Context: an optimization exercise on an open-source flow, tuned for small area. The choices shown serve that exercise and are no tape-out recipe.
In this exercise RTL edits were held to simulation tests only and were not proved equivalent to the original.
The flow treats the clock pin as an ideal source, which a real chip does not have.

==> design.v <==
module twiddle_mul_stage4 (
    input  logic               clk,
    input  logic               rst,
    input  logic               in_valid,
    input  logic               in_start,
    input  logic signed [15:0] in_r,
    input  logic signed [15:0] in_i,
    output logic [1:0]         rom_4_counter,
    input  logic signed [8:0]  w_r,
    input  logic signed [8:0]  w_i,
    output logic               out_valid,
    output logic               out_last,
    output logic signed [15:0] out_r,
    output logic signed [15:0] out_i
);
    logic [4:0] cnt_q;
    wire  [4:0] cnt_eff = (in_valid && in_start) ? 5'd0 : cnt_q;
    assign rom_4_counter = cnt_eff[2] ? cnt_eff[1:0] : 2'd0;
    always_ff @(posedge clk) begin
        if (rst)
            cnt_q <= 5'd0;
        else if (in_valid)
            cnt_q <= cnt_eff + 5'd1;
    end
    logic v1_q, v2_q, l1_q, l2_q, out_valid_q, out_last_q;
    always_ff @(posedge clk) begin
        if (rst) begin
            v1_q        <= 1'b0;
            v2_q        <= 1'b0;
            out_valid_q <= 1'b0;
            out_last_q  <= 1'b0;
        end else begin
            v1_q        <= in_valid;
            v2_q        <= v1_q;
            out_valid_q <= v2_q;
            out_last_q  <= v2_q & l2_q;
        end
    end
    always_ff @(posedge clk) begin
        l1_q <= (cnt_eff == 5'd31);
        l2_q <= l1_q;
    end
    logic [15:0] ma, mb;
    logic [8:0]  mc, md;
    always_ff @(posedge clk) begin
        ma <= in_r;
        mb <= in_i;
        mc <= w_r;
        md <= w_i;
    end
    wire ecw0 = mc[1] & ~mc[0];
    wire eco1 = mc[2] ^ mc[1];
    wire ecw2 = (mc[3] & ~mc[2] & ~mc[1]) | (~mc[3] & mc[2] & mc[1]);
    wire eco3 = mc[4] ^ mc[3];
    wire ecw4 = (mc[5] & ~mc[4] & ~mc[3]) | (~mc[5] & mc[4] & mc[3]);
    wire eco5 = mc[6] ^ mc[5];
    wire ecw6 = (mc[7] & ~mc[6] & ~mc[5]) | (~mc[7] & mc[6] & mc[5]);
    wire eco7 = mc[8] ^ mc[7];
    wire edw8 = md[1] & ~md[0];
    wire edo9 = md[2] ^ md[1];
    wire edw10 = (md[3] & ~md[2] & ~md[1]) | (~md[3] & md[2] & md[1]);
    wire edo11 = md[4] ^ md[3];
    wire edw12 = (md[5] & ~md[4] & ~md[3]) | (~md[5] & md[4] & md[3]);
    wire edo13 = md[6] ^ md[5];
    wire edw14 = (md[7] & ~md[6] & ~md[5]) | (~md[7] & md[6] & md[5]);
    wire edo15 = md[8] ^ md[7];
    wire [16:0] rw16;
    tw_row2 u_rw16 (.x(ma), .s1(mc[0]), .s2(ecw0), .n(mc[1]), .p(rw16));
    wire [16:0] rw17;
    tw_row2 u_rw17 (.x(ma), .s1(eco1), .s2(ecw2), .n(mc[3]), .p(rw17));
    wire [16:0] rw18;
    tw_row2 u_rw18 (.x(ma), .s1(eco3), .s2(ecw4), .n(mc[5]), .p(rw18));
    wire [16:0] rw19;
    tw_row2 u_rw19 (.x(ma), .s1(eco5), .s2(ecw6), .n(mc[7]), .p(rw19));
    wire [15:0] rw20;
    tw_row1 u_rw20 (.x(ma), .s(eco7), .n(mc[8]), .p(rw20));
    wire nn21 = ~md[1];
    wire [16:0] rw22;
    tw_row2 u_rw22 (.x(mb), .s1(md[0]), .s2(edw8), .n(nn21), .p(rw22));
    wire nn23 = ~md[3];
    wire [16:0] rw24;
    tw_row2 u_rw24 (.x(mb), .s1(edo9), .s2(edw10), .n(nn23), .p(rw24));
    wire nn25 = ~md[5];
    wire [16:0] rw26;
    tw_row2 u_rw26 (.x(mb), .s1(edo11), .s2(edw12), .n(nn25), .p(rw26));
    wire nn27 = ~md[7];
    wire [16:0] rw28;
    tw_row2 u_rw28 (.x(mb), .s1(edo13), .s2(edw14), .n(nn27), .p(rw28));
    wire nn29 = ~md[8];
    wire [15:0] rw30;
    tw_row1 u_rw30 (.x(mb), .s(edo15), .n(nn29), .p(rw30));
    wire ci31 = ~rw17[15];
    wire ci32 = ~rw17[16];
    wire ci33 = ~rw18[16];
    wire ci34 = ~rw19[16];
    wire h35, h36;
    tw_ha u_h35 (.a(rw16[6]), .b(rw17[4]), .s(h35), .co(h36));
    wire f37, f38;
    tw_fa u_f37 (.a(rw16[8]), .b(rw17[6]), .c(rw18[4]), .s(f37), .co(f38));
    wire h39, h40;
    tw_ha u_h39 (.a(rw19[2]), .b(rw20[0]), .s(h39), .co(h40));
    wire f41, f42;
    tw_fa u_f41 (.a(rw16[9]), .b(rw17[7]), .c(rw18[5]), .s(f41), .co(f42));
    wire h43, h44;
    tw_ha u_h43 (.a(rw19[3]), .b(rw20[1]), .s(h43), .co(h44));
    wire f45, f46;
    tw_fa u_f45 (.a(rw16[10]), .b(rw17[8]), .c(rw18[6]), .s(f45), .co(f46));
    wire h47, h48;
    tw_ha u_h47 (.a(rw19[4]), .b(rw20[2]), .s(h47), .co(h48));
    wire f49, f50;
    tw_fa u_f49 (.a(rw16[11]), .b(rw17[9]), .c(rw18[7]), .s(f49), .co(f50));
    wire h51, h52;
    tw_ha u_h51 (.a(rw19[5]), .b(rw20[3]), .s(h51), .co(h52));
    wire f53, f54;
    tw_fa u_f53 (.a(rw16[12]), .b(rw17[10]), .c(rw18[8]), .s(f53), .co(f54));
    wire h55, h56;
    tw_ha u_h55 (.a(rw19[6]), .b(rw20[4]), .s(h55), .co(h56));
    wire f57, f58;
    tw_fa u_f57 (.a(rw16[13]), .b(rw17[11]), .c(rw18[9]), .s(f57), .co(f58));
    wire h59, h60;
    tw_ha u_h59 (.a(rw19[7]), .b(rw20[5]), .s(h59), .co(h60));
    wire f61, f62;
    tw_fa u_f61 (.a(rw16[14]), .b(rw17[12]), .c(rw18[10]), .s(f61), .co(f62));
    wire h63, h64;
    tw_ha u_h63 (.a(rw19[8]), .b(rw20[6]), .s(h63), .co(h64));
    wire f65, f66;
    tw_fa u_f65 (.a(rw16[15]), .b(rw17[13]), .c(rw18[11]), .s(f65), .co(f66));
    wire h67, h68;
    tw_ha u_h67 (.a(rw19[9]), .b(rw20[7]), .s(h67), .co(h68));
    wire f69, f70;
    tw_fa u_f69 (.a(rw16[16]), .b(rw17[14]), .c(rw18[12]), .s(f69), .co(f70));
    wire h71, h72;
    tw_ha u_h71 (.a(rw19[10]), .b(rw20[8]), .s(h71), .co(h72));
    wire h73, h74;
    tw_ha u_h73 (.a(rw18[13]), .b(rw19[11]), .s(h73), .co(h74));
    wire h75, h76;
    tw_ha u_h75 (.a(rw18[14]), .b(rw19[12]), .s(h75), .co(h76));
    wire f77, f78;
    tw_fa u_f77 (.a(rw16[4]), .b(rw17[2]), .c(rw18[0]), .s(f77), .co(f78));
    wire h79, h80;
    tw_ha u_h79 (.a(rw16[5]), .b(rw17[3]), .s(h79), .co(h80));
    wire f81, f82;
    tw_fa u_f81 (.a(h35), .b(rw18[2]), .c(rw19[0]), .s(f81), .co(f82));
    wire f83, f84;
    tw_fa u_f83 (.a(mc[7]), .b(rw22[6]), .c(rw24[4]), .s(f83), .co(f84));
    wire f85, f86;
    tw_fa u_f85 (.a(h36), .b(rw16[7]), .c(rw17[5]), .s(f85), .co(f86));
    wire f87, f88;
    tw_fa u_f87 (.a(rw18[3]), .b(rw19[1]), .c(rw22[7]), .s(f87), .co(f88));
    wire h89, h90;
    tw_ha u_h89 (.a(rw24[5]), .b(rw26[3]), .s(h89), .co(h90));
    wire f91, f92;
    tw_fa u_f91 (.a(f37), .b(h39), .c(mc[8]), .s(f91), .co(f92));
    wire f93, f94;
    tw_fa u_f93 (.a(rw22[8]), .b(rw24[6]), .c(rw26[4]), .s(f93), .co(f94));
    wire f95, f96;
    tw_fa u_f95 (.a(rw28[2]), .b(rw30[0]), .c(nn29), .s(f95), .co(f96));
    wire f97, f98;
    tw_fa u_f97 (.a(f38), .b(h40), .c(f41), .s(f97), .co(f98));
    wire f99, f100;
    tw_fa u_f99 (.a(h43), .b(rw22[9]), .c(rw24[7]), .s(f99), .co(f100));
    wire f101, f102;
    tw_fa u_f101 (.a(rw26[5]), .b(rw28[3]), .c(rw30[1]), .s(f101), .co(f102));
    wire f103, f104;
    tw_fa u_f103 (.a(f42), .b(h44), .c(f45), .s(f103), .co(f104));
    wire f105, f106;
    tw_fa u_f105 (.a(h47), .b(rw22[10]), .c(rw24[8]), .s(f105), .co(f106));
    wire f107, f108;
    tw_fa u_f107 (.a(rw26[6]), .b(rw28[4]), .c(rw30[2]), .s(f107), .co(f108));
    wire f109, f110;
    tw_fa u_f109 (.a(f46), .b(h48), .c(f49), .s(f109), .co(f110));
    wire f111, f112;
    tw_fa u_f111 (.a(h51), .b(rw22[11]), .c(rw24[9]), .s(f111), .co(f112));
    wire f113, f114;
    tw_fa u_f113 (.a(rw26[7]), .b(rw28[5]), .c(rw30[3]), .s(f113), .co(f114));
    wire f115, f116;
    tw_fa u_f115 (.a(f50), .b(h52), .c(f53), .s(f115), .co(f116));
    wire f117, f118;
    tw_fa u_f117 (.a(h55), .b(rw22[12]), .c(rw24[10]), .s(f117), .co(f118));
    wire f119, f120;
    tw_fa u_f119 (.a(rw26[8]), .b(rw28[6]), .c(rw30[4]), .s(f119), .co(f120));
    wire f121, f122;
    tw_fa u_f121 (.a(f54), .b(h56), .c(f57), .s(f121), .co(f122));
    wire f123, f124;
    tw_fa u_f123 (.a(h59), .b(rw22[13]), .c(rw24[11]), .s(f123), .co(f124));
    wire f125, f126;
    tw_fa u_f125 (.a(rw26[9]), .b(rw28[7]), .c(rw30[5]), .s(f125), .co(f126));
    wire f127, f128;
    tw_fa u_f127 (.a(f58), .b(h60), .c(f61), .s(f127), .co(f128));
    wire f129, f130;
    tw_fa u_f129 (.a(h63), .b(rw22[14]), .c(rw24[12]), .s(f129), .co(f130));
    wire f131, f132;
    tw_fa u_f131 (.a(rw26[10]), .b(rw28[8]), .c(rw30[6]), .s(f131), .co(f132));
    wire f133, f134;
    tw_fa u_f133 (.a(f62), .b(h64), .c(f65), .s(f133), .co(f134));
    wire f135, f136;
    tw_fa u_f135 (.a(h67), .b(rw22[15]), .c(rw24[13]), .s(f135), .co(f136));
    wire f137, f138;
    tw_fa u_f137 (.a(rw26[11]), .b(rw28[9]), .c(rw30[7]), .s(f137), .co(f138));
    wire f139, f140;
    tw_fa u_f139 (.a(f66), .b(h68), .c(f69), .s(f139), .co(f140));
    wire f141, f142;
    tw_fa u_f141 (.a(h71), .b(rw22[16]), .c(rw24[14]), .s(f141), .co(f142));
    wire f143, f144;
    tw_fa u_f143 (.a(rw26[12]), .b(rw28[10]), .c(rw30[8]), .s(f143), .co(f144));
    wire f145, f146;
    tw_fa u_f145 (.a(f70), .b(h72), .c(h73), .s(f145), .co(f146));
    wire f147, f148;
    tw_fa u_f147 (.a(rw20[9]), .b(rw24[15]), .c(rw26[13]), .s(f147), .co(f148));
    wire f149, f150;
    tw_fa u_f149 (.a(rw28[11]), .b(rw30[9]), .c(ci31), .s(f149), .co(f150));
    wire f151, f152;
    tw_fa u_f151 (.a(h74), .b(h75), .c(rw20[10]), .s(f151), .co(f152));
    wire f153, f154;
    tw_fa u_f153 (.a(rw24[16]), .b(rw26[14]), .c(rw28[12]), .s(f153), .co(f154));
    wire f155, f156;
    tw_fa u_f155 (.a(rw30[10]), .b(rw17[15]), .c(ci32), .s(f155), .co(f156));
    wire f157, f158;
    tw_fa u_f157 (.a(h76), .b(rw18[15]), .c(rw19[13]), .s(f157), .co(f158));
    wire f159, f160;
    tw_fa u_f159 (.a(rw20[11]), .b(rw26[15]), .c(rw28[13]), .s(f159), .co(f160));
    wire h161, h162;
    tw_ha u_h161 (.a(rw30[11]), .b(rw17[16]), .s(h161), .co(h162));
    wire f163, f164;
    tw_fa u_f163 (.a(rw19[14]), .b(rw20[12]), .c(rw26[16]), .s(f163), .co(f164));
    wire h165, h166;
    tw_ha u_h165 (.a(rw28[14]), .b(rw30[12]), .s(h165), .co(h166));
    wire h167, h168;
    tw_ha u_h167 (.a(rw19[15]), .b(rw20[13]), .s(h167), .co(h168));
    wire f169, f170;
    tw_fa u_f169 (.a(rw16[2]), .b(rw17[0]), .c(mc[3]), .s(f169), .co(f170));
    wire h171, h172;
    tw_ha u_h171 (.a(rw16[3]), .b(rw17[1]), .s(h171), .co(h172));
    wire f173, f174;
    tw_fa u_f173 (.a(f77), .b(mc[5]), .c(rw22[4]), .s(f173), .co(f174));
    wire h175, h176;
    tw_ha u_h175 (.a(rw24[2]), .b(rw26[0]), .s(h175), .co(h176));
    wire f177, f178;
    tw_fa u_f177 (.a(f78), .b(h79), .c(rw18[1]), .s(f177), .co(f178));
    wire f179, f180;
    tw_fa u_f179 (.a(rw22[5]), .b(rw24[3]), .c(rw26[1]), .s(f179), .co(f180));
    wire f181, f182;
    tw_fa u_f181 (.a(h80), .b(f81), .c(f83), .s(f181), .co(f182));
    wire f183, f184;
    tw_fa u_f183 (.a(rw26[2]), .b(rw28[0]), .c(nn27), .s(f183), .co(f184));
    wire f185, f186;
    tw_fa u_f185 (.a(f82), .b(f84), .c(f85), .s(f185), .co(f186));
    wire f187, f188;
    tw_fa u_f187 (.a(f87), .b(h89), .c(rw28[1]), .s(f187), .co(f188));
    wire f189, f190;
    tw_fa u_f189 (.a(f86), .b(f88), .c(h90), .s(f189), .co(f190));
    wire f191, f192;
    tw_fa u_f191 (.a(f91), .b(f93), .c(f95), .s(f191), .co(f192));
    wire f193, f194;
    tw_fa u_f193 (.a(f92), .b(f94), .c(f96), .s(f193), .co(f194));
    wire f195, f196;
    tw_fa u_f195 (.a(f97), .b(f99), .c(f101), .s(f195), .co(f196));
    wire f197, f198;
    tw_fa u_f197 (.a(f98), .b(f100), .c(f102), .s(f197), .co(f198));
    wire f199, f200;
    tw_fa u_f199 (.a(f103), .b(f105), .c(f107), .s(f199), .co(f200));
    wire f201, f202;
    tw_fa u_f201 (.a(f104), .b(f106), .c(f108), .s(f201), .co(f202));
    wire f203, f204;
    tw_fa u_f203 (.a(f109), .b(f111), .c(f113), .s(f203), .co(f204));
    wire f205, f206;
    tw_fa u_f205 (.a(f110), .b(f112), .c(f114), .s(f205), .co(f206));
    wire f207, f208;
    tw_fa u_f207 (.a(f115), .b(f117), .c(f119), .s(f207), .co(f208));
    wire f209, f210;
    tw_fa u_f209 (.a(f116), .b(f118), .c(f120), .s(f209), .co(f210));
    wire f211, f212;
    tw_fa u_f211 (.a(f121), .b(f123), .c(f125), .s(f211), .co(f212));
    wire f213, f214;
    tw_fa u_f213 (.a(f122), .b(f124), .c(f126), .s(f213), .co(f214));
    wire f215, f216;
    tw_fa u_f215 (.a(f127), .b(f129), .c(f131), .s(f215), .co(f216));
    wire f217, f218;
    tw_fa u_f217 (.a(f128), .b(f130), .c(f132), .s(f217), .co(f218));
    wire f219, f220;
    tw_fa u_f219 (.a(f133), .b(f135), .c(f137), .s(f219), .co(f220));
    wire f221, f222;
    tw_fa u_f221 (.a(f134), .b(f136), .c(f138), .s(f221), .co(f222));
    wire f223, f224;
    tw_fa u_f223 (.a(f139), .b(f141), .c(f143), .s(f223), .co(f224));
    wire f225, f226;
    tw_fa u_f225 (.a(f140), .b(f142), .c(f144), .s(f225), .co(f226));
    wire f227, f228;
    tw_fa u_f227 (.a(f145), .b(f147), .c(f149), .s(f227), .co(f228));
    wire f229, f230;
    tw_fa u_f229 (.a(f146), .b(f148), .c(f150), .s(f229), .co(f230));
    wire f231, f232;
    tw_fa u_f231 (.a(f151), .b(f153), .c(f155), .s(f231), .co(f232));
    wire f233, f234;
    tw_fa u_f233 (.a(f152), .b(f154), .c(f156), .s(f233), .co(f234));
    wire f235, f236;
    tw_fa u_f235 (.a(f157), .b(f159), .c(h161), .s(f235), .co(f236));
    wire f237, f238;
    tw_fa u_f237 (.a(f158), .b(f160), .c(h162), .s(f237), .co(f238));
    wire f239, f240;
    tw_fa u_f239 (.a(f163), .b(h165), .c(ci33), .s(f239), .co(f240));
    wire f241, f242;
    tw_fa u_f241 (.a(f164), .b(h166), .c(h167), .s(f241), .co(f242));
    wire f243, f244;
    tw_fa u_f243 (.a(rw28[15]), .b(rw30[13]), .c(rw18[16]), .s(f243), .co(f244));
    wire f245, f246;
    tw_fa u_f245 (.a(h168), .b(rw20[14]), .c(rw28[16]), .s(f245), .co(f246));
    wire h247, h248;
    tw_ha u_h247 (.a(rw30[14]), .b(ci34), .s(h247), .co(h248));
    wire h249, h250;
    tw_ha u_h249 (.a(rw20[15]), .b(rw30[15]), .s(h249), .co(h250));
    wire h251, h252;
    tw_ha u_h251 (.a(rw16[0]), .b(mc[1]), .s(h251), .co(h252));
    wire h253, h254;
    tw_ha u_h253 (.a(f169), .b(rw22[2]), .s(h253), .co(h254));
    wire f255, f256;
    tw_fa u_f255 (.a(f170), .b(h171), .c(rw22[3]), .s(f255), .co(f256));
    wire f257, f258;
    tw_fa u_f257 (.a(h172), .b(f173), .c(h175), .s(f257), .co(f258));
    wire f259, f260;
    tw_fa u_f259 (.a(f174), .b(h176), .c(f177), .s(f259), .co(f260));
    wire f261, f262;
    tw_fa u_f261 (.a(f178), .b(f180), .c(f181), .s(f261), .co(f262));
    wire f263, f264;
    tw_fa u_f263 (.a(f182), .b(f184), .c(f185), .s(f263), .co(f264));
    wire f265, f266;
    tw_fa u_f265 (.a(f186), .b(f188), .c(f189), .s(f265), .co(f266));
    wire f267, f268;
    tw_fa u_f267 (.a(f190), .b(f192), .c(f193), .s(f267), .co(f268));
    wire f269, f270;
    tw_fa u_f269 (.a(f194), .b(f196), .c(f197), .s(f269), .co(f270));
    wire f271, f272;
    tw_fa u_f271 (.a(f198), .b(f200), .c(f201), .s(f271), .co(f272));
    wire f273, f274;
    tw_fa u_f273 (.a(f202), .b(f204), .c(f205), .s(f273), .co(f274));
    wire f275, f276;
    tw_fa u_f275 (.a(f206), .b(f208), .c(f209), .s(f275), .co(f276));
    wire f277, f278;
    tw_fa u_f277 (.a(f210), .b(f212), .c(f213), .s(f277), .co(f278));
    wire f279, f280;
    tw_fa u_f279 (.a(f214), .b(f216), .c(f217), .s(f279), .co(f280));
    wire f281, f282;
    tw_fa u_f281 (.a(f218), .b(f220), .c(f221), .s(f281), .co(f282));
    wire f283, f284;
    tw_fa u_f283 (.a(f222), .b(f224), .c(f225), .s(f283), .co(f284));
    wire f285, f286;
    tw_fa u_f285 (.a(f226), .b(f228), .c(f229), .s(f285), .co(f286));
    wire f287, f288;
    tw_fa u_f287 (.a(f230), .b(f232), .c(f233), .s(f287), .co(f288));
    wire f289, f290;
    tw_fa u_f289 (.a(f234), .b(f236), .c(f237), .s(f289), .co(f290));
    wire f291, f292;
    tw_fa u_f291 (.a(f238), .b(f240), .c(f241), .s(f291), .co(f292));
    wire f293, f294;
    tw_fa u_f293 (.a(f242), .b(f244), .c(f245), .s(f293), .co(f294));
    wire f295, f296;
    tw_fa u_f295 (.a(f246), .b(h248), .c(h249), .s(f295), .co(f296));
    wire h297, h298;
    tw_ha u_h297 (.a(h251), .b(rw22[0]), .s(h297), .co(h298));
    wire f299, f300;
    tw_fa u_f299 (.a(h252), .b(rw16[1]), .c(rw22[1]), .s(f299), .co(f300));
    wire f301, f302;
    tw_fa u_f301 (.a(h253), .b(rw24[0]), .c(nn23), .s(f301), .co(f302));
    wire f303, f304;
    tw_fa u_f303 (.a(h254), .b(f255), .c(rw24[1]), .s(f303), .co(f304));
    wire f305, f306;
    tw_fa u_f305 (.a(f256), .b(f257), .c(nn25), .s(f305), .co(f306));
    wire f307, f308;
    tw_fa u_f307 (.a(f258), .b(f259), .c(f179), .s(f307), .co(f308));
    wire f309, f310;
    tw_fa u_f309 (.a(f260), .b(f261), .c(f183), .s(f309), .co(f310));
    wire f311, f312;
    tw_fa u_f311 (.a(f262), .b(f263), .c(f187), .s(f311), .co(f312));
    wire f313, f314;
    tw_fa u_f313 (.a(f264), .b(f265), .c(f191), .s(f313), .co(f314));
    wire f315, f316;
    tw_fa u_f315 (.a(f266), .b(f267), .c(f195), .s(f315), .co(f316));
    wire f317, f318;
    tw_fa u_f317 (.a(f268), .b(f269), .c(f199), .s(f317), .co(f318));
    wire f319, f320;
    tw_fa u_f319 (.a(f270), .b(f271), .c(f203), .s(f319), .co(f320));
    wire f321, f322;
    tw_fa u_f321 (.a(f272), .b(f273), .c(f207), .s(f321), .co(f322));
    wire f323, f324;
    tw_fa u_f323 (.a(f274), .b(f275), .c(f211), .s(f323), .co(f324));
    wire f325, f326;
    tw_fa u_f325 (.a(f276), .b(f277), .c(f215), .s(f325), .co(f326));
    wire f327, f328;
    tw_fa u_f327 (.a(f278), .b(f279), .c(f219), .s(f327), .co(f328));
    wire f329, f330;
    tw_fa u_f329 (.a(f280), .b(f281), .c(f223), .s(f329), .co(f330));
    wire f331, f332;
    tw_fa u_f331 (.a(f282), .b(f283), .c(f227), .s(f331), .co(f332));
    wire f333, f334;
    tw_fa u_f333 (.a(f284), .b(f285), .c(f231), .s(f333), .co(f334));
    wire f335, f336;
    tw_fa u_f335 (.a(f286), .b(f287), .c(f235), .s(f335), .co(f336));
    wire f337, f338;
    tw_fa u_f337 (.a(f288), .b(f289), .c(f239), .s(f337), .co(f338));
    wire f339, f340;
    tw_fa u_f339 (.a(f290), .b(f291), .c(f243), .s(f339), .co(f340));
    wire f341, f342;
    tw_fa u_f341 (.a(f292), .b(f293), .c(h247), .s(f341), .co(f342));
    wire f343, f344;
    tw_fa u_f343 (.a(f294), .b(f295), .c(rw19[16]), .s(f343), .co(f344));
    wire h345, h346;
    tw_ha u_h345 (.a(f296), .b(h250), .s(h345), .co(h346));
    wire [25:0] rsa = {h346, f344, f342, f340, f338, f336, f334, f332, f330, f328, f326, f324, f322, f320, f318, f316, f314, f312, f310, f308, f306, f304, f302, f300, h298, h297};
    wire [25:0] rsb = {1'b1, h345, f343, f341, f339, f337, f335, f333, f331, f329, f327, f325, f323, f321, f319, f317, f315, f313, f311, f309, f307, f305, f303, f301, f299, nn21};
    wire [25:0] re_sum = rsa + rsb;
    wire [16:0] rw347;
    tw_row2 u_rw347 (.x(ma), .s1(md[0]), .s2(edw8), .n(md[1]), .p(rw347));
    wire [16:0] rw348;
    tw_row2 u_rw348 (.x(ma), .s1(edo9), .s2(edw10), .n(md[3]), .p(rw348));
    wire [16:0] rw349;
    tw_row2 u_rw349 (.x(ma), .s1(edo11), .s2(edw12), .n(md[5]), .p(rw349));
    wire [16:0] rw350;
    tw_row2 u_rw350 (.x(ma), .s1(edo13), .s2(edw14), .n(md[7]), .p(rw350));
    wire [15:0] rw351;
    tw_row1 u_rw351 (.x(ma), .s(edo15), .n(md[8]), .p(rw351));
    wire [16:0] rw352;
    tw_row2 u_rw352 (.x(mb), .s1(mc[0]), .s2(ecw0), .n(mc[1]), .p(rw352));
    wire [16:0] rw353;
    tw_row2 u_rw353 (.x(mb), .s1(eco1), .s2(ecw2), .n(mc[3]), .p(rw353));
    wire [16:0] rw354;
    tw_row2 u_rw354 (.x(mb), .s1(eco3), .s2(ecw4), .n(mc[5]), .p(rw354));
    wire [16:0] rw355;
    tw_row2 u_rw355 (.x(mb), .s1(eco5), .s2(ecw6), .n(mc[7]), .p(rw355));
    wire [15:0] rw356;
    tw_row1 u_rw356 (.x(mb), .s(eco7), .n(mc[8]), .p(rw356));
    wire ci357 = ~rw348[15];
    wire ci358 = ~rw348[16];
    wire ci359 = ~rw349[16];
    wire ci360 = ~rw350[16];
    wire h361, h362;
    tw_ha u_h361 (.a(rw347[6]), .b(rw348[4]), .s(h361), .co(h362));
    wire f363, f364;
    tw_fa u_f363 (.a(rw347[8]), .b(rw348[6]), .c(rw349[4]), .s(f363), .co(f364));
    wire h365, h366;
    tw_ha u_h365 (.a(rw350[2]), .b(rw351[0]), .s(h365), .co(h366));
    wire f367, f368;
    tw_fa u_f367 (.a(rw347[9]), .b(rw348[7]), .c(rw349[5]), .s(f367), .co(f368));
    wire h369, h370;
    tw_ha u_h369 (.a(rw350[3]), .b(rw351[1]), .s(h369), .co(h370));
    wire f371, f372;
    tw_fa u_f371 (.a(rw347[10]), .b(rw348[8]), .c(rw349[6]), .s(f371), .co(f372));
    wire h373, h374;
    tw_ha u_h373 (.a(rw350[4]), .b(rw351[2]), .s(h373), .co(h374));
    wire f375, f376;
    tw_fa u_f375 (.a(rw347[11]), .b(rw348[9]), .c(rw349[7]), .s(f375), .co(f376));
    wire h377, h378;
    tw_ha u_h377 (.a(rw350[5]), .b(rw351[3]), .s(h377), .co(h378));
    wire f379, f380;
    tw_fa u_f379 (.a(rw347[12]), .b(rw348[10]), .c(rw349[8]), .s(f379), .co(f380));
    wire h381, h382;
    tw_ha u_h381 (.a(rw350[6]), .b(rw351[4]), .s(h381), .co(h382));
    wire f383, f384;
    tw_fa u_f383 (.a(rw347[13]), .b(rw348[11]), .c(rw349[9]), .s(f383), .co(f384));
    wire h385, h386;
    tw_ha u_h385 (.a(rw350[7]), .b(rw351[5]), .s(h385), .co(h386));
    wire f387, f388;
    tw_fa u_f387 (.a(rw347[14]), .b(rw348[12]), .c(rw349[10]), .s(f387), .co(f388));
    wire h389, h390;
    tw_ha u_h389 (.a(rw350[8]), .b(rw351[6]), .s(h389), .co(h390));
    wire f391, f392;
    tw_fa u_f391 (.a(rw347[15]), .b(rw348[13]), .c(rw349[11]), .s(f391), .co(f392));
    wire h393, h394;
    tw_ha u_h393 (.a(rw350[9]), .b(rw351[7]), .s(h393), .co(h394));
    wire f395, f396;
    tw_fa u_f395 (.a(rw347[16]), .b(rw348[14]), .c(rw349[12]), .s(f395), .co(f396));
    wire h397, h398;
    tw_ha u_h397 (.a(rw350[10]), .b(rw351[8]), .s(h397), .co(h398));
    wire h399, h400;
    tw_ha u_h399 (.a(rw349[13]), .b(rw350[11]), .s(h399), .co(h400));
    wire h401, h402;
    tw_ha u_h401 (.a(rw349[14]), .b(rw350[12]), .s(h401), .co(h402));
    wire f403, f404;
    tw_fa u_f403 (.a(rw347[4]), .b(rw348[2]), .c(rw349[0]), .s(f403), .co(f404));
    wire h405, h406;
    tw_ha u_h405 (.a(rw347[5]), .b(rw348[3]), .s(h405), .co(h406));
    wire f407, f408;
    tw_fa u_f407 (.a(h361), .b(rw349[2]), .c(rw350[0]), .s(f407), .co(f408));
    wire f409, f410;
    tw_fa u_f409 (.a(md[7]), .b(rw352[6]), .c(rw353[4]), .s(f409), .co(f410));
    wire f411, f412;
    tw_fa u_f411 (.a(h362), .b(rw347[7]), .c(rw348[5]), .s(f411), .co(f412));
    wire f413, f414;
    tw_fa u_f413 (.a(rw349[3]), .b(rw350[1]), .c(rw352[7]), .s(f413), .co(f414));
    wire h415, h416;
    tw_ha u_h415 (.a(rw353[5]), .b(rw354[3]), .s(h415), .co(h416));
    wire f417, f418;
    tw_fa u_f417 (.a(f363), .b(h365), .c(md[8]), .s(f417), .co(f418));
    wire f419, f420;
    tw_fa u_f419 (.a(rw352[8]), .b(rw353[6]), .c(rw354[4]), .s(f419), .co(f420));
    wire f421, f422;
    tw_fa u_f421 (.a(rw355[2]), .b(rw356[0]), .c(mc[8]), .s(f421), .co(f422));
    wire f423, f424;
    tw_fa u_f423 (.a(f364), .b(h366), .c(f367), .s(f423), .co(f424));
    wire f425, f426;
    tw_fa u_f425 (.a(h369), .b(rw352[9]), .c(rw353[7]), .s(f425), .co(f426));
    wire f427, f428;
    tw_fa u_f427 (.a(rw354[5]), .b(rw355[3]), .c(rw356[1]), .s(f427), .co(f428));
    wire f429, f430;
    tw_fa u_f429 (.a(f368), .b(h370), .c(f371), .s(f429), .co(f430));
    wire f431, f432;
    tw_fa u_f431 (.a(h373), .b(rw352[10]), .c(rw353[8]), .s(f431), .co(f432));
    wire f433, f434;
    tw_fa u_f433 (.a(rw354[6]), .b(rw355[4]), .c(rw356[2]), .s(f433), .co(f434));
    wire f435, f436;
    tw_fa u_f435 (.a(f372), .b(h374), .c(f375), .s(f435), .co(f436));
    wire f437, f438;
    tw_fa u_f437 (.a(h377), .b(rw352[11]), .c(rw353[9]), .s(f437), .co(f438));
    wire f439, f440;
    tw_fa u_f439 (.a(rw354[7]), .b(rw355[5]), .c(rw356[3]), .s(f439), .co(f440));
    wire f441, f442;
    tw_fa u_f441 (.a(f376), .b(h378), .c(f379), .s(f441), .co(f442));
    wire f443, f444;
    tw_fa u_f443 (.a(h381), .b(rw352[12]), .c(rw353[10]), .s(f443), .co(f444));
    wire f445, f446;
    tw_fa u_f445 (.a(rw354[8]), .b(rw355[6]), .c(rw356[4]), .s(f445), .co(f446));
    wire f447, f448;
    tw_fa u_f447 (.a(f380), .b(h382), .c(f383), .s(f447), .co(f448));
    wire f449, f450;
    tw_fa u_f449 (.a(h385), .b(rw352[13]), .c(rw353[11]), .s(f449), .co(f450));
    wire f451, f452;
    tw_fa u_f451 (.a(rw354[9]), .b(rw355[7]), .c(rw356[5]), .s(f451), .co(f452));
    wire f453, f454;
    tw_fa u_f453 (.a(f384), .b(h386), .c(f387), .s(f453), .co(f454));
    wire f455, f456;
    tw_fa u_f455 (.a(h389), .b(rw352[14]), .c(rw353[12]), .s(f455), .co(f456));
    wire f457, f458;
    tw_fa u_f457 (.a(rw354[10]), .b(rw355[8]), .c(rw356[6]), .s(f457), .co(f458));
    wire f459, f460;
    tw_fa u_f459 (.a(f388), .b(h390), .c(f391), .s(f459), .co(f460));
    wire f461, f462;
    tw_fa u_f461 (.a(h393), .b(rw352[15]), .c(rw353[13]), .s(f461), .co(f462));
    wire f463, f464;
    tw_fa u_f463 (.a(rw354[11]), .b(rw355[9]), .c(rw356[7]), .s(f463), .co(f464));
    wire f465, f466;
    tw_fa u_f465 (.a(f392), .b(h394), .c(f395), .s(f465), .co(f466));
    wire f467, f468;
    tw_fa u_f467 (.a(h397), .b(rw352[16]), .c(rw353[14]), .s(f467), .co(f468));
    wire f469, f470;
    tw_fa u_f469 (.a(rw354[12]), .b(rw355[10]), .c(rw356[8]), .s(f469), .co(f470));
    wire f471, f472;
    tw_fa u_f471 (.a(f396), .b(h398), .c(h399), .s(f471), .co(f472));
    wire f473, f474;
    tw_fa u_f473 (.a(rw351[9]), .b(rw353[15]), .c(rw354[13]), .s(f473), .co(f474));
    wire f475, f476;
    tw_fa u_f475 (.a(rw355[11]), .b(rw356[9]), .c(ci357), .s(f475), .co(f476));
    wire f477, f478;
    tw_fa u_f477 (.a(h400), .b(h401), .c(rw351[10]), .s(f477), .co(f478));
    wire f479, f480;
    tw_fa u_f479 (.a(rw353[16]), .b(rw354[14]), .c(rw355[12]), .s(f479), .co(f480));
    wire f481, f482;
    tw_fa u_f481 (.a(rw356[10]), .b(rw348[15]), .c(ci358), .s(f481), .co(f482));
    wire f483, f484;
    tw_fa u_f483 (.a(h402), .b(rw349[15]), .c(rw350[13]), .s(f483), .co(f484));
    wire f485, f486;
    tw_fa u_f485 (.a(rw351[11]), .b(rw354[15]), .c(rw355[13]), .s(f485), .co(f486));
    wire h487, h488;
    tw_ha u_h487 (.a(rw356[11]), .b(rw348[16]), .s(h487), .co(h488));
    wire f489, f490;
    tw_fa u_f489 (.a(rw350[14]), .b(rw351[12]), .c(rw354[16]), .s(f489), .co(f490));
    wire h491, h492;
    tw_ha u_h491 (.a(rw355[14]), .b(rw356[12]), .s(h491), .co(h492));
    wire h493, h494;
    tw_ha u_h493 (.a(rw350[15]), .b(rw351[13]), .s(h493), .co(h494));
    wire f495, f496;
    tw_fa u_f495 (.a(rw347[2]), .b(rw348[0]), .c(md[3]), .s(f495), .co(f496));
    wire h497, h498;
    tw_ha u_h497 (.a(rw347[3]), .b(rw348[1]), .s(h497), .co(h498));
    wire f499, f500;
    tw_fa u_f499 (.a(f403), .b(md[5]), .c(rw352[4]), .s(f499), .co(f500));
    wire h501, h502;
    tw_ha u_h501 (.a(rw353[2]), .b(rw354[0]), .s(h501), .co(h502));
    wire f503, f504;
    tw_fa u_f503 (.a(f404), .b(h405), .c(rw349[1]), .s(f503), .co(f504));
    wire f505, f506;
    tw_fa u_f505 (.a(rw352[5]), .b(rw353[3]), .c(rw354[1]), .s(f505), .co(f506));
    wire f507, f508;
    tw_fa u_f507 (.a(h406), .b(f407), .c(f409), .s(f507), .co(f508));
    wire f509, f510;
    tw_fa u_f509 (.a(rw354[2]), .b(rw355[0]), .c(mc[7]), .s(f509), .co(f510));
    wire f511, f512;
    tw_fa u_f511 (.a(f408), .b(f410), .c(f411), .s(f511), .co(f512));
    wire f513, f514;
    tw_fa u_f513 (.a(f413), .b(h415), .c(rw355[1]), .s(f513), .co(f514));
    wire f515, f516;
    tw_fa u_f515 (.a(f412), .b(f414), .c(h416), .s(f515), .co(f516));
    wire f517, f518;
    tw_fa u_f517 (.a(f417), .b(f419), .c(f421), .s(f517), .co(f518));
    wire f519, f520;
    tw_fa u_f519 (.a(f418), .b(f420), .c(f422), .s(f519), .co(f520));
    wire f521, f522;
    tw_fa u_f521 (.a(f423), .b(f425), .c(f427), .s(f521), .co(f522));
    wire f523, f524;
    tw_fa u_f523 (.a(f424), .b(f426), .c(f428), .s(f523), .co(f524));
    wire f525, f526;
    tw_fa u_f525 (.a(f429), .b(f431), .c(f433), .s(f525), .co(f526));
    wire f527, f528;
    tw_fa u_f527 (.a(f430), .b(f432), .c(f434), .s(f527), .co(f528));
    wire f529, f530;
    tw_fa u_f529 (.a(f435), .b(f437), .c(f439), .s(f529), .co(f530));
    wire f531, f532;
    tw_fa u_f531 (.a(f436), .b(f438), .c(f440), .s(f531), .co(f532));
    wire f533, f534;
    tw_fa u_f533 (.a(f441), .b(f443), .c(f445), .s(f533), .co(f534));
    wire f535, f536;
    tw_fa u_f535 (.a(f442), .b(f444), .c(f446), .s(f535), .co(f536));
    wire f537, f538;
    tw_fa u_f537 (.a(f447), .b(f449), .c(f451), .s(f537), .co(f538));
    wire f539, f540;
    tw_fa u_f539 (.a(f448), .b(f450), .c(f452), .s(f539), .co(f540));
    wire f541, f542;
    tw_fa u_f541 (.a(f453), .b(f455), .c(f457), .s(f541), .co(f542));
    wire f543, f544;
    tw_fa u_f543 (.a(f454), .b(f456), .c(f458), .s(f543), .co(f544));
    wire f545, f546;
    tw_fa u_f545 (.a(f459), .b(f461), .c(f463), .s(f545), .co(f546));
    wire f547, f548;
    tw_fa u_f547 (.a(f460), .b(f462), .c(f464), .s(f547), .co(f548));
    wire f549, f550;
    tw_fa u_f549 (.a(f465), .b(f467), .c(f469), .s(f549), .co(f550));
    wire f551, f552;
    tw_fa u_f551 (.a(f466), .b(f468), .c(f470), .s(f551), .co(f552));
    wire f553, f554;
    tw_fa u_f553 (.a(f471), .b(f473), .c(f475), .s(f553), .co(f554));
    wire f555, f556;
    tw_fa u_f555 (.a(f472), .b(f474), .c(f476), .s(f555), .co(f556));
    wire f557, f558;
    tw_fa u_f557 (.a(f477), .b(f479), .c(f481), .s(f557), .co(f558));
    wire f559, f560;
    tw_fa u_f559 (.a(f478), .b(f480), .c(f482), .s(f559), .co(f560));
    wire f561, f562;
    tw_fa u_f561 (.a(f483), .b(f485), .c(h487), .s(f561), .co(f562));
    wire f563, f564;
    tw_fa u_f563 (.a(f484), .b(f486), .c(h488), .s(f563), .co(f564));
    wire f565, f566;
    tw_fa u_f565 (.a(f489), .b(h491), .c(ci359), .s(f565), .co(f566));
    wire f567, f568;
    tw_fa u_f567 (.a(f490), .b(h492), .c(h493), .s(f567), .co(f568));
    wire f569, f570;
    tw_fa u_f569 (.a(rw355[15]), .b(rw356[13]), .c(rw349[16]), .s(f569), .co(f570));
    wire f571, f572;
    tw_fa u_f571 (.a(h494), .b(rw351[14]), .c(rw355[16]), .s(f571), .co(f572));
    wire h573, h574;
    tw_ha u_h573 (.a(rw356[14]), .b(ci360), .s(h573), .co(h574));
    wire h575, h576;
    tw_ha u_h575 (.a(rw351[15]), .b(rw356[15]), .s(h575), .co(h576));
    wire h577, h578;
    tw_ha u_h577 (.a(rw347[0]), .b(md[1]), .s(h577), .co(h578));
    wire h579, h580;
    tw_ha u_h579 (.a(f495), .b(rw352[2]), .s(h579), .co(h580));
    wire f581, f582;
    tw_fa u_f581 (.a(f496), .b(h497), .c(rw352[3]), .s(f581), .co(f582));
    wire f583, f584;
    tw_fa u_f583 (.a(h498), .b(f499), .c(h501), .s(f583), .co(f584));
    wire f585, f586;
    tw_fa u_f585 (.a(f500), .b(h502), .c(f503), .s(f585), .co(f586));
    wire f587, f588;
    tw_fa u_f587 (.a(f504), .b(f506), .c(f507), .s(f587), .co(f588));
    wire f589, f590;
    tw_fa u_f589 (.a(f508), .b(f510), .c(f511), .s(f589), .co(f590));
    wire f591, f592;
    tw_fa u_f591 (.a(f512), .b(f514), .c(f515), .s(f591), .co(f592));
    wire f593, f594;
    tw_fa u_f593 (.a(f516), .b(f518), .c(f519), .s(f593), .co(f594));
    wire f595, f596;
    tw_fa u_f595 (.a(f520), .b(f522), .c(f523), .s(f595), .co(f596));
    wire f597, f598;
    tw_fa u_f597 (.a(f524), .b(f526), .c(f527), .s(f597), .co(f598));
    wire f599, f600;
    tw_fa u_f599 (.a(f528), .b(f530), .c(f531), .s(f599), .co(f600));
    wire f601, f602;
    tw_fa u_f601 (.a(f532), .b(f534), .c(f535), .s(f601), .co(f602));
    wire f603, f604;
    tw_fa u_f603 (.a(f536), .b(f538), .c(f539), .s(f603), .co(f604));
    wire f605, f606;
    tw_fa u_f605 (.a(f540), .b(f542), .c(f543), .s(f605), .co(f606));
    wire f607, f608;
    tw_fa u_f607 (.a(f544), .b(f546), .c(f547), .s(f607), .co(f608));
    wire f609, f610;
    tw_fa u_f609 (.a(f548), .b(f550), .c(f551), .s(f609), .co(f610));
    wire f611, f612;
    tw_fa u_f611 (.a(f552), .b(f554), .c(f555), .s(f611), .co(f612));
    wire f613, f614;
    tw_fa u_f613 (.a(f556), .b(f558), .c(f559), .s(f613), .co(f614));
    wire f615, f616;
    tw_fa u_f615 (.a(f560), .b(f562), .c(f563), .s(f615), .co(f616));
    wire f617, f618;
    tw_fa u_f617 (.a(f564), .b(f566), .c(f567), .s(f617), .co(f618));
    wire f619, f620;
    tw_fa u_f619 (.a(f568), .b(f570), .c(f571), .s(f619), .co(f620));
    wire f621, f622;
    tw_fa u_f621 (.a(f572), .b(h574), .c(h575), .s(f621), .co(f622));
    wire h623, h624;
    tw_ha u_h623 (.a(h577), .b(rw352[0]), .s(h623), .co(h624));
    wire f625, f626;
    tw_fa u_f625 (.a(h578), .b(rw347[1]), .c(rw352[1]), .s(f625), .co(f626));
    wire f627, f628;
    tw_fa u_f627 (.a(h579), .b(rw353[0]), .c(mc[3]), .s(f627), .co(f628));
    wire f629, f630;
    tw_fa u_f629 (.a(h580), .b(f581), .c(rw353[1]), .s(f629), .co(f630));
    wire f631, f632;
    tw_fa u_f631 (.a(f582), .b(f583), .c(mc[5]), .s(f631), .co(f632));
    wire f633, f634;
    tw_fa u_f633 (.a(f584), .b(f585), .c(f505), .s(f633), .co(f634));
    wire f635, f636;
    tw_fa u_f635 (.a(f586), .b(f587), .c(f509), .s(f635), .co(f636));
    wire f637, f638;
    tw_fa u_f637 (.a(f588), .b(f589), .c(f513), .s(f637), .co(f638));
    wire f639, f640;
    tw_fa u_f639 (.a(f590), .b(f591), .c(f517), .s(f639), .co(f640));
    wire f641, f642;
    tw_fa u_f641 (.a(f592), .b(f593), .c(f521), .s(f641), .co(f642));
    wire f643, f644;
    tw_fa u_f643 (.a(f594), .b(f595), .c(f525), .s(f643), .co(f644));
    wire f645, f646;
    tw_fa u_f645 (.a(f596), .b(f597), .c(f529), .s(f645), .co(f646));
    wire f647, f648;
    tw_fa u_f647 (.a(f598), .b(f599), .c(f533), .s(f647), .co(f648));
    wire f649, f650;
    tw_fa u_f649 (.a(f600), .b(f601), .c(f537), .s(f649), .co(f650));
    wire f651, f652;
    tw_fa u_f651 (.a(f602), .b(f603), .c(f541), .s(f651), .co(f652));
    wire f653, f654;
    tw_fa u_f653 (.a(f604), .b(f605), .c(f545), .s(f653), .co(f654));
    wire f655, f656;
    tw_fa u_f655 (.a(f606), .b(f607), .c(f549), .s(f655), .co(f656));
    wire f657, f658;
    tw_fa u_f657 (.a(f608), .b(f609), .c(f553), .s(f657), .co(f658));
    wire f659, f660;
    tw_fa u_f659 (.a(f610), .b(f611), .c(f557), .s(f659), .co(f660));
    wire f661, f662;
    tw_fa u_f661 (.a(f612), .b(f613), .c(f561), .s(f661), .co(f662));
    wire f663, f664;
    tw_fa u_f663 (.a(f614), .b(f615), .c(f565), .s(f663), .co(f664));
    wire f665, f666;
    tw_fa u_f665 (.a(f616), .b(f617), .c(f569), .s(f665), .co(f666));
    wire f667, f668;
    tw_fa u_f667 (.a(f618), .b(f619), .c(h573), .s(f667), .co(f668));
    wire f669, f670;
    tw_fa u_f669 (.a(f620), .b(f621), .c(rw350[16]), .s(f669), .co(f670));
    wire h671, h672;
    tw_ha u_h671 (.a(f622), .b(h576), .s(h671), .co(h672));
    wire [25:0] isa = {h672, f670, f668, f666, f664, f662, f660, f658, f656, f654, f652, f650, f648, f646, f644, f642, f640, f638, f636, f634, f632, f630, f628, f626, h624, h623};
    wire [25:0] isb = {1'b1, h671, f669, f667, f665, f663, f661, f659, f657, f655, f653, f651, f649, f647, f645, f643, f641, f639, f637, f635, f633, f631, f629, f627, f625, mc[1]};
    wire [25:0] im_sum = isa + isb;
    wire re_sat_ovf = ~(&re_sum[25:22] | ~|re_sum[25:22]);
    wire [15:0] re_sat = re_sat_ovf ? {re_sum[25], {15{~re_sum[25]}}} : re_sum[22:7];
    wire im_sat_ovf = ~(&im_sum[25:22] | ~|im_sum[25:22]);
    wire [15:0] im_sat = im_sat_ovf ? {im_sum[25], {15{~im_sum[25]}}} : im_sum[22:7];
    logic [15:0] r2_q, i2_q;
    always_ff @(posedge clk) begin
        r2_q <= re_sat;
        i2_q <= im_sat;
    end
    logic [15:0] out_r_q, out_i_q;
    always_ff @(posedge clk) begin
        if (rst) begin
            out_r_q <= 16'd0;
            out_i_q <= 16'd0;
        end else if (v2_q) begin
            out_r_q <= r2_q;
            out_i_q <= i2_q;
        end
    end
    assign out_valid = out_valid_q;
    assign out_last  = out_last_q;
    assign out_r     = out_r_q;
    assign out_i     = out_i_q;
endmodule
module tw_row2 (input logic [15:0] x, input logic s1, s2, n, output logic [16:0] p);
    wire [16:0] t = (({x[15], x} & {17{s1}}) | ({x, 1'b0} & {17{s2}})) ^ {17{n}};
    assign p = {~t[16], t[15:0]};
endmodule
module tw_row1 (input logic [15:0] x, input logic s, n, output logic [15:0] p);
    wire [15:0] t = (x & {16{s}}) ^ {16{n}};
    assign p = {~t[15], t[14:0]};
endmodule
module tw_fa (input logic a, b, c, output logic s, co);
    assign s  = a ^ b ^ c;
    assign co = (a & b) | (a & c) | (b & c);
endmodule
module tw_ha (input logic a, b, output logic s, co);
    assign s  = a ^ b;
    assign co = a & b;
endmodule
==> flow/run.sh <==
#!/bin/bash
# Standard synthesis, then every cell swapped to the smallest drive strength
# of its family (flow/downsize.tcl), then the standard layout steps, whose
# timing repair sizes cells back up where the clock period needs it. After
# CTS, flow/post_cts.tcl shrinks cells that have slack to spare.
set -euo pipefail
R=orfs/results/$FLOW_PLATFORM/twiddle_mul_stage4/base
export FLOW_FLOW_DIR=$PWD/flow
bash standard.sh synth > synth.log 2>&1
cp $R/1_synth.odb 1_synth_standard.odb
LIB=$(ls $FLOW_HOME/platforms/$FLOW_PLATFORM/lib/sky130_fd_sc_hd__tt_025C_1v80.lib) \
PLATFORM_DIR=$FLOW_HOME/platforms/$FLOW_PLATFORM \
IN_ODB=1_synth_standard.odb IN_SDC=$R/1_synth.sdc OUT_ODB=$R/1_synth.odb REMOVE_BUFS=1 \
  openroad -exit -no_init flow/downsize.tcl > downsize.log 2>&1
touch $R/1_synth.sdc
rm -f 1_synth_standard.odb
bash standard.sh POST_CTS_TCL=$PWD/flow/post_cts.tcl finish > layout.log 2>&1
==> flow/downsize.tcl <==
# Swap every standard cell to the smallest-area cell of the same function
# family (same name up to the drive-strength suffix), after removing the
# buffers synthesis inserted. Timing repair in the later flow steps sizes
# cells back up where the clock period needs it.
read_liberty $::env(LIB)
read_db $::env(IN_ODB)
read_sdc $::env(IN_SDC)
source $::env(PLATFORM_DIR)/setRC.tcl
set db [ord::get_db]
set block [ord::get_db_block]
set before 0.0
foreach inst [$block getInsts] {
  set m [$inst getMaster]
  set before [expr {$before + double([$m getWidth]) * [$m getHeight]}]
}
if {[info exists ::env(REMOVE_BUFS)] && $::env(REMOVE_BUFS)} {
  remove_buffers
}
array set best {}
foreach lib [$db getLibs] {
  foreach m [$lib getMasters] {
    set n [$m getName]
    if {![regexp {^(sky130_fd_sc_hd__[a-z0-9]+)_([0-9]+)$} $n -> base sz]} continue
    if {[string match *lpflow* $n] || [string match *probe* $n]} continue
    if {[get_lib_cells -quiet */$n] eq ""} continue
    set a [expr {double([$m getWidth]) * [$m getHeight]}]
    if {![info exists best($base)] || $a < [lindex $best($base) 1]} {
      set best($base) [list $m $a]
    }
  }
}
set swapped 0
foreach inst [$block getInsts] {
  set n [[$inst getMaster] getName]
  if {![regexp {^(sky130_fd_sc_hd__[a-z0-9]+)_([0-9]+)$} $n -> base sz]} continue
  if {![info exists best($base)]} continue
  set nm [lindex $best($base) 0]
  if {[$nm getName] ne $n} {
    $inst swapMaster $nm
    incr swapped
  }
}
set after 0.0
foreach inst [$block getInsts] {
  set m [$inst getMaster]
  set after [expr {$after + double([$m getWidth]) * [$m getHeight]}]
}
set dbu [$block getDbUnitsPerMicron]
puts "downsize: swapped $swapped cells, area [expr {$before/$dbu/$dbu}] -> [expr {$after/$dbu/$dbu}]"
write_db $::env(OUT_ODB)
==> flow/post_cts.tcl <==
# Hooked in after CTS (POST_CTS_TCL): give back drive strength the timing
# repair did not need.
source $::env(FLOW_FLOW_DIR)/shrink.tcl
shrink_cells 0.05
==> flow/shrink.tcl <==
# Greedy area recovery: try each cell at the smallest drive strength of its
# family that keeps setup slack >= margin and adds no slew/cap violation.
proc shrink_cells {margin} {
  set db [ord::get_db]
  set block [ord::get_db_block]
  array set fam {}
  foreach lib [$db getLibs] {
    foreach m [$lib getMasters] {
      set n [$m getName]
      if {![regexp {^(sky130_fd_sc_hd__[a-z0-9]+)_([0-9]+)$} $n -> base sz]} continue
      if {[string match *lpflow* $n] || [string match *probe* $n]} continue
      if {[get_lib_cells -quiet */$n] eq ""} continue
      lappend fam($base) [list [expr {double([$m getWidth]) * [$m getHeight]}] $n]
    }
  }
  foreach b [array names fam] { set fam($b) [lsort -real -index 0 $fam($b)] }
  set cands {}
  foreach inst [$block getInsts] {
    set n [[$inst getMaster] getName]
    if {![regexp {^(sky130_fd_sc_hd__[a-z0-9]+)_([0-9]+)$} $n -> base sz]} continue
    if {[string match *clkbuf* $n] || [string match *clkinv* $n] || [string match *dlygate* $n] || [string match *clkdlybuf* $n]} continue
    if {![info exists fam($base)]} continue
    set m [$inst getMaster]
    set a [expr {double([$m getWidth]) * [$m getHeight]}]
    if {$a <= [lindex $fam($base) 0 0]} continue
    lappend cands [list $a [$inst getName] $base $n]
  }
  set cands [lsort -real -decreasing -index 0 $cands]
  set ws0 [sta::worst_slack_cmd max]
  set thr [expr {min($ws0, $margin * 1e-9)}]
  set vs0 [sta::max_slew_violation_count]
  set vc0 [sta::max_capacitance_violation_count]
  set saved 0.0
  set nsw 0
  foreach c $cands {
    lassign $c a iname base orig
    set inst [get_cells $iname]
    foreach alt $fam($base) {
      lassign $alt aa an
      if {$aa >= $a} break
      replace_cell $inst [get_lib_cells */$an]
      estimate_parasitics -placement
      if {[sta::worst_slack_cmd max] >= $thr && [sta::max_slew_violation_count] <= $vs0 && [sta::max_capacitance_violation_count] <= $vc0} {
        set saved [expr {$saved + $a - $aa}]
        incr nsw
        break
      }
      replace_cell $inst [get_lib_cells */$orig]
      estimate_parasitics -placement
    }
  }
  puts "shrink: resized $nsw cells, saved [format %.1f [expr {$saved / 1e6}]] um2"
}
==> standard.sh <==
#!/bin/bash
# synth_recipe.tcl (not shown) runs the flow's synth.tcl, then flattens the netlist and writes it again
# the make line also repeats each setting of config.mk as NAME=value (left out here)
make -C /OpenROAD-flow-scripts/flow DESIGN_CONFIG=/design/flow/config.mk WORK_HOME=/design/flow/orfs CLKGATE_MAP_FILE= SYNTH_SCRIPT=/design/flow/synth_recipe.tcl "${@:-finish}"
==> config.mk <==
export PLATFORM = sky130hd
export DESIGN_NAME = twiddle_mul_stage4
export DESIGN_NICKNAME = twiddle_mul_stage4
export VERILOG_FILES = /design/flow/design.v
export SDC_FILE = /design/flow/constraint.sdc
export NUM_CORES = 4
export LEC_CHECK = 0
export CAP_MARGIN = 0
export CORE_MARGIN = 2
export CORE_UTILIZATION = 40
export CTS_BUF_LIST = sky130_fd_sc_hd__clkbuf_8
export SLEW_MARGIN = 0
export SYNTH_HIERARCHICAL = 1
==> constraint.sdc <==
create_clock -name core_clock -period 7.0 [get_ports {clk}]
set_input_delay 1.4000 -clock core_clock [delete_from_list [all_inputs] [get_ports {clk}]]
set_output_delay 1.4000 -clock core_clock [all_outputs]
set_load 0.01 [all_outputs]
==> results of run 1 <==
==> cell type report <==
class,instances,share of cell area
timing repair buffer,185,0.0718
tap,532,0.0346
sequential,125,0.131
inverter,23,0.00448
multi-input combinational,1425,0.740
clock buffer,18,0.0129
clock inverter,14,0.00604
==> stage by stage <==
step                cells  cell area [µm²]  hold slack (ns)  utilization
finish               2322            19300            0.331        0.469
global route         2322            19300            0.341        0.469
detailed placement   2286            19100            0.315        0.465
global placement     2286            19100            0.315        0.465
floorplan            1573            16800            0.310            -
==> cell usage in the layout, fill, tap and decap left out, types with 3 or more instances in the layout <==
cell type and count:
nand3_1 10, nor3_1 5, buf_4 12, nor2_1 56, and3_1 4, xor2_2 3, a211oi_1 7, o41ai_1 3
nand2b_1 10, and2_0 6, buf_1 53, buf_2 18, a22oi_1 240, dfxtp_1 117, clkbuf_8 18, o21ai_4 4
nand3b_1 5, xnor2_1 337, clkdlybuf4s50_1 88, nand4_1 8, bufinv_8 3, clkbuf_2 8, nor2b_1 5, o211ai_1 5
o21ai_0 59, fa_1 262, inv_1 28, mux2i_1 35, xor2_4 3, dfxtp_2 7, ha_1 100, a21o_1 26
clkinvlp_4 3, nand2_1 112, xor2_1 37, a21oi_1 48
==> worst register-to-register path: stages, from the launching register on <==
cell	delay [ns]
dfxtp_1	0.57
buf_1	0.49
a22oi_1	0.19
xnor2_1	0.28
fa_1	0.50
fa_1	0.49
fa_1	0.46
fa_1	0.55
fa_1	0.45
ha_1	0.39
a211oi_1	0.27
o211ai_1	0.15
a21oi_1	0.14
o21ai_1	0.17
a31o_1	0.33
a21oi_1	0.29
mux2_1	0.19
a211oi_1	0.04
buf_4	0.19
o41ai_1	0.36
==> metal layers <==
layer,GRT usage,up-vias
met4,0.0749,0
met5,0,-
met2,0.395,476
met1,0.302,6731
met3,0.0442,70
li1,-,6028
==> worst max-delay path by stage <==
stage | startpoint | to | slack [ns]
after global placement | md[2] | i2_q[10] | 0.14
after detailed placement | md[4] | i2_q[5] | 0.06
after global routing | ma[5] | i2_q[13] | 0.002
final | ma[7] | i2_q[13] | 0.38
after floorplan | md[1] | i2_q[0] | 0.13
==> state kept, by name, indices dropped and copies added, names as in the netlist, 9 cells and up <==
register	cells
i2_q	16
ma	16
mb	16
out_i_q	16
out_r_q	16
r2_q	16
mc	9
md	9
==> flow_summary.json, run 1 <==
{
  "outcome": "timing/DRC/antenna clean",
  "tns_ns": 0,
  "rows": 74,
  "drt-wirelength-per-cell_um": 21.1,
  "finClkSkew_ns": 0.0257,
  "clock-sinks": 125,
  "area_growth_syn_to_layout_pct": 15.5,
  "n_antenna_cell": 0,
  "synth_warnings": 7,
  "start_util": 0.406,
  "crit_type": "reg -> reg",
  "avgSynthCellArea_um2": 10.6,
  "antenna_found_initial": 0,
  "critical_path_arrival_ns": 7.01,
  "wl_met2_um": 23700,
  "path_cells": "buf_1, a22oi_1, xnor2_1, fa_1, fa_1, fa_1, fa_1, fa_1, ha_1, a211oi_1, o211ai_1, a21oi_1, o21ai_1, a31o_1, a21oi_1, mux2_1, a211oi_1, buf_4, o41ai_1",
  "worstPathRequired_ns": 7.39,
  "syn_area_um2": 16700,
  "crit_cells": 19,
  "drt-initial-drc-count": 994,
  "first_global_vias": 14400,
  "fin_crit_sh": 0.945,
  "place_ws_ns": 0.0583,
  "path_buf_inv": 2,
  "core_area_um2": 41000,
  "io-pin-count": 90,
  "crit_slowest_cell": "dfxtp_1",
  "drive_gt1_frac": 0.0520,
  "ff2ff_path_depth": 19,
  "top_layer": "met4",
  "grt-ovfl-total": 0,
  "holdPathEnd": "l2_q",
  "cts_tree": "yes",
  "fin_crit_ns": 6.62,
  "worstSetupStartpointType": "register",
  "dp_hpwl_um": 37700,
  "fin_nets": 2193,
  "grtUsageTotal": 0.234,
  "tightest_slew_ns": 1.40,
  "drv_cap": 0,
  "synthCells": 1573,
  "timing.rr.end": "i2_q[13]",
  "met3_length_um": 2900,
  "setup_viol": 0,
  "cp_common_cell": "fa_1",
  "multi_input_comb_area_um2": 14200,
  "dr_total_vias": 13300,
  "fill_cells": 3920,
  "rsz0062_at_grt": "false",
  "synth_nets": 1989,
  "hold_depth": 0,
  "routabilityCongestion": 0.917,
  "die_w_um": 208,
  "port_buffers": 89,
  "dieArea_um2": 43300,
  "routed_wl_um": 48900,
  "min_path_type": "reg -> reg",
  "wl_met1_um": 21100,
  "ff2ff_setup_slack_ns": 0.38,
  "grt_max_degree": 41,
  "first_pass_iters": 5,
  "critPathTopFamily": "adder cells",
  "die-height_um": 208,
  "setup.worst_path.end_class": "register",
  "clock.fmax_mhz": 151,
  "grt_pass1_wl_um": 79800,
  "post-route-drc-count": 0,
  "cp_slowest_stage_delay_ns": 0.57,
  "clkLatencyLatePin_ns": 0.52,
  "antenna_left": 0,
  "relSlewSlack": 0.0654,
  "hold_start": "l1_q",
  "avgViaCountPerCell": 5.73,
  "crit_fanout": 15,
  "finalHoldViolCount": 0,
  "r2r-start": "ma[7]",
  "setup_slack_ns": 0.382,
  "path_clk_slew_ns": 0.08,
  "seq_area_um2": 2510,
  "final_max_slew_viol_count": 0
}
==> run 2: changes to the inputs <==
--- a/flow/run.sh
+++ b/flow/run.sh
@@ -14,4 +14,4 @@
   openroad -exit -no_init flow/downsize.tcl > downsize.log 2>&1
 touch $R/1_synth.sdc
 rm -f 1_synth_standard.odb
-bash standard.sh POST_CTS_TCL=$PWD/flow/post_cts.tcl finish > layout.log 2>&1
+bash standard.sh POST_CTS_TCL=$PWD/flow/post_cts.tcl "BUFFER_PORTS_ARGS=-buffer_cell sky130_fd_sc_hd__buf_1" "CTS_ARGS=-sink_clustering_enable -repair_clock_nets -dont_use_dummy_load -sink_clustering_size 30 -sink_clustering_max_diameter 200 -buf_list sky130_fd_sc_hd__clkbuf_8" finish > layout.log 2>&1
==> flow_summary.json, run 2 <==
{
  "routabilityCongestion": 0.900,
  "grt_pass1_wl_um": 78700,
  "synth_nets": 1989,
  "core_area_um2": 41000,
  "antenna_left": 0,
  "clock-sinks": 125,
  "start_util": 0.406,
  "path_cells": "xor2_4, buf_1, a22oi_1, xnor2_1, ha_1, fa_1, fa_1, fa_1, fa_1, ha_1, a21oi_1, o21ai_0, a21oi_1, o21ai_0, a21oi_1, o31a_1, xor2_1, a31oi_1, clkbuf_2, a21o_1",
  "outcome": "timing/DRC/antenna clean",
  "first_global_vias": 14300,
  "worstSetupStartpointType": "register",
  "relSlewSlack": 0.0542,
  "routed_wl_um": 48300,
  "first_pass_iters": 6,
  "path_clk_slew_ns": 0.07,
  "hold_slack_ns": 0.329,
  "drt-wirelength-per-cell_um": 20.9,
  "synthCells": 1573,
  "path_buf_inv": 2,
  "crit_slowest_cell": "fa_1",
  "setup.worst_path.end_class": "register",
  "grtUsageTotal": 0.232,
  "crit_fanout": 15,
  "fin_crit_sh": 0.948,
  "rows": 74,
  "dpl-instance-area_um2": 18500,
  "layout_commonest_cell": "xnor2_1",
  "critPathTopFamily": "adder cells",
  "design_area_um2": 18600,
  "grt_max_degree": 41,
  "avgViaCountPerCell": 5.72,
  "critical_path_arrival_ns": 7.03,
  "port_buffers": 89,
  "fin_crit_ns": 6.63,
  "antenna_found_initial": 0,
  "tns_ns": 0,
  "io-pin-count": 90,
  "min_path_type": "reg -> reg",
  "clock.fmax_mhz": 151,
  "cp_common_cell": "fa_1",
  "dieArea_um2": 43300,
  "post-route-drc-count": 0,
  "area_growth_syn_to_layout_pct": 11.4,
  "clkLatencyLatePin_ns": 0.53,
  "die_w_um": 208,
  "dr_total_vias": 13200,
  "n_antenna_cell": 0,
  "fill_cells": 4003,
  "dp_hpwl_um": 37400,
  "die-height_um": 208,
  "fin_nets": 2194,
  "tightest_slew_ns": 1.42,
  "layout_common_cells": "xnor2_1, fa_1, a22oi_1, buf_1, dfxtp_1",
  "drv_cap": 0,
  "finalHoldViolCount": 0,
  "syn_area_um2": 16700,
  "final_max_slew_viol_count": 0,
  "avgSynthCellArea_um2": 10.6,
  "setup_viol": 0,
  "synth_warnings": 7,
  "drt-initial-drc-count": 997,
  "crit_type": "reg -> reg",
  "grt-ovfl-total": 0,
  "cts_tree": "yes",
  "worstPathRequired_ns": 7.40,
  "finClkSkew_ns": 0.0290,
  "cp_slowest_stage_delay_ns": 0.60,
  "drive_gt1_frac": 0.0479
}
[run 2: final cells by class]
class | count | area, µm² | share of cell area
Clock buffer | 17 | 234 | 0.0126
Inverter | 23 | 86.3 | 0.00465
Multi-Input combinational cell | 1425 | 14300 | 0.768
Sequential cell | 125 | 2520 | 0.136
Tap cell | 532 | 666 | 0.0358
Timing Repair Buffer | 186 | 806 | 0.0434
[run 2: per-layer routing]
layer / vias to the layer above / global-route usage / share of wire
met3: 94 / 0.0409 / 0.062
met1: 6653 / 0.297 / 0.43
met5: - / 0 / 0
met2: 448 / 0.391 / 0.48
li1: 6016 / - / -
met4: 0 / 0.0933 / 0.030
[run 2: worst reg2reg max path, cell delays in order (launching register included)]
cell,delay (ns)
dfxtp_2,0.47
xor2_4,0.48
buf_1,0.32
a22oi_1,0.16
xnor2_1,0.17
ha_1,0.34
fa_1,0.47
fa_1,0.60
fa_1,0.45
fa_1,0.46
ha_1,0.40
a21oi_1,0.18
o21ai_0,0.10
a21oi_1,0.29
o21ai_0,0.19
a21oi_1,0.36
o31a_1,0.22
xor2_1,0.27
a31oi_1,0.13
clkbuf_2,0.24
a21o_1,0.20
[run 2: final timing paths]
check,start,endpoint,slack [ns],cells after the start
worst max register to register,mc[1],r2_q[3],0.37,20
worst min register to register,l1_q,l2_q,0.33,0
worst max-delay path,mc[1],r2_q[3],0.37,20
worst min-delay path,l1_q,l2_q,0.33,0
[run 2: through the flow]
stage	util	instances	setup WS (ns)
floorplan	-	1573	0.129
global placement	0.452	2289	0.192
detailed placement	0.452	2289	0.0258
global route	0.453	2308	-0.00444
finish	0.453	2308	0.366

[separate check: timing with driven ports]
Ports are ideal in the flow. The routed layouts listed here were re-timed in OpenROAD.
Step 1 sets driving cells, clkbuf_16 on the clock port and buf_2 on the other inputs (assumed; they add their load-dependent delay and slew).
Step 2 also shifts input and output timing later by t, the mid clock arrival at the registers, as if the neighbouring blocks saw the same clock.
Three values: ideal, step 1, step 2; two values: the first two.
run	t (ns)	setup slack, ns	slew at the worst register clock pin (ns)	worst slew at a driven data input, ns	pins driven straight from the clock port
run 1	0.554	0.382 / 0.382 / 0.382	0.09 / 0.09	0.04	1
run 2	0.562	0.366 / 0.366 / 0.366	0.08 / 0.08	0.04	1
After both steps every run listed still meets setup and hold.
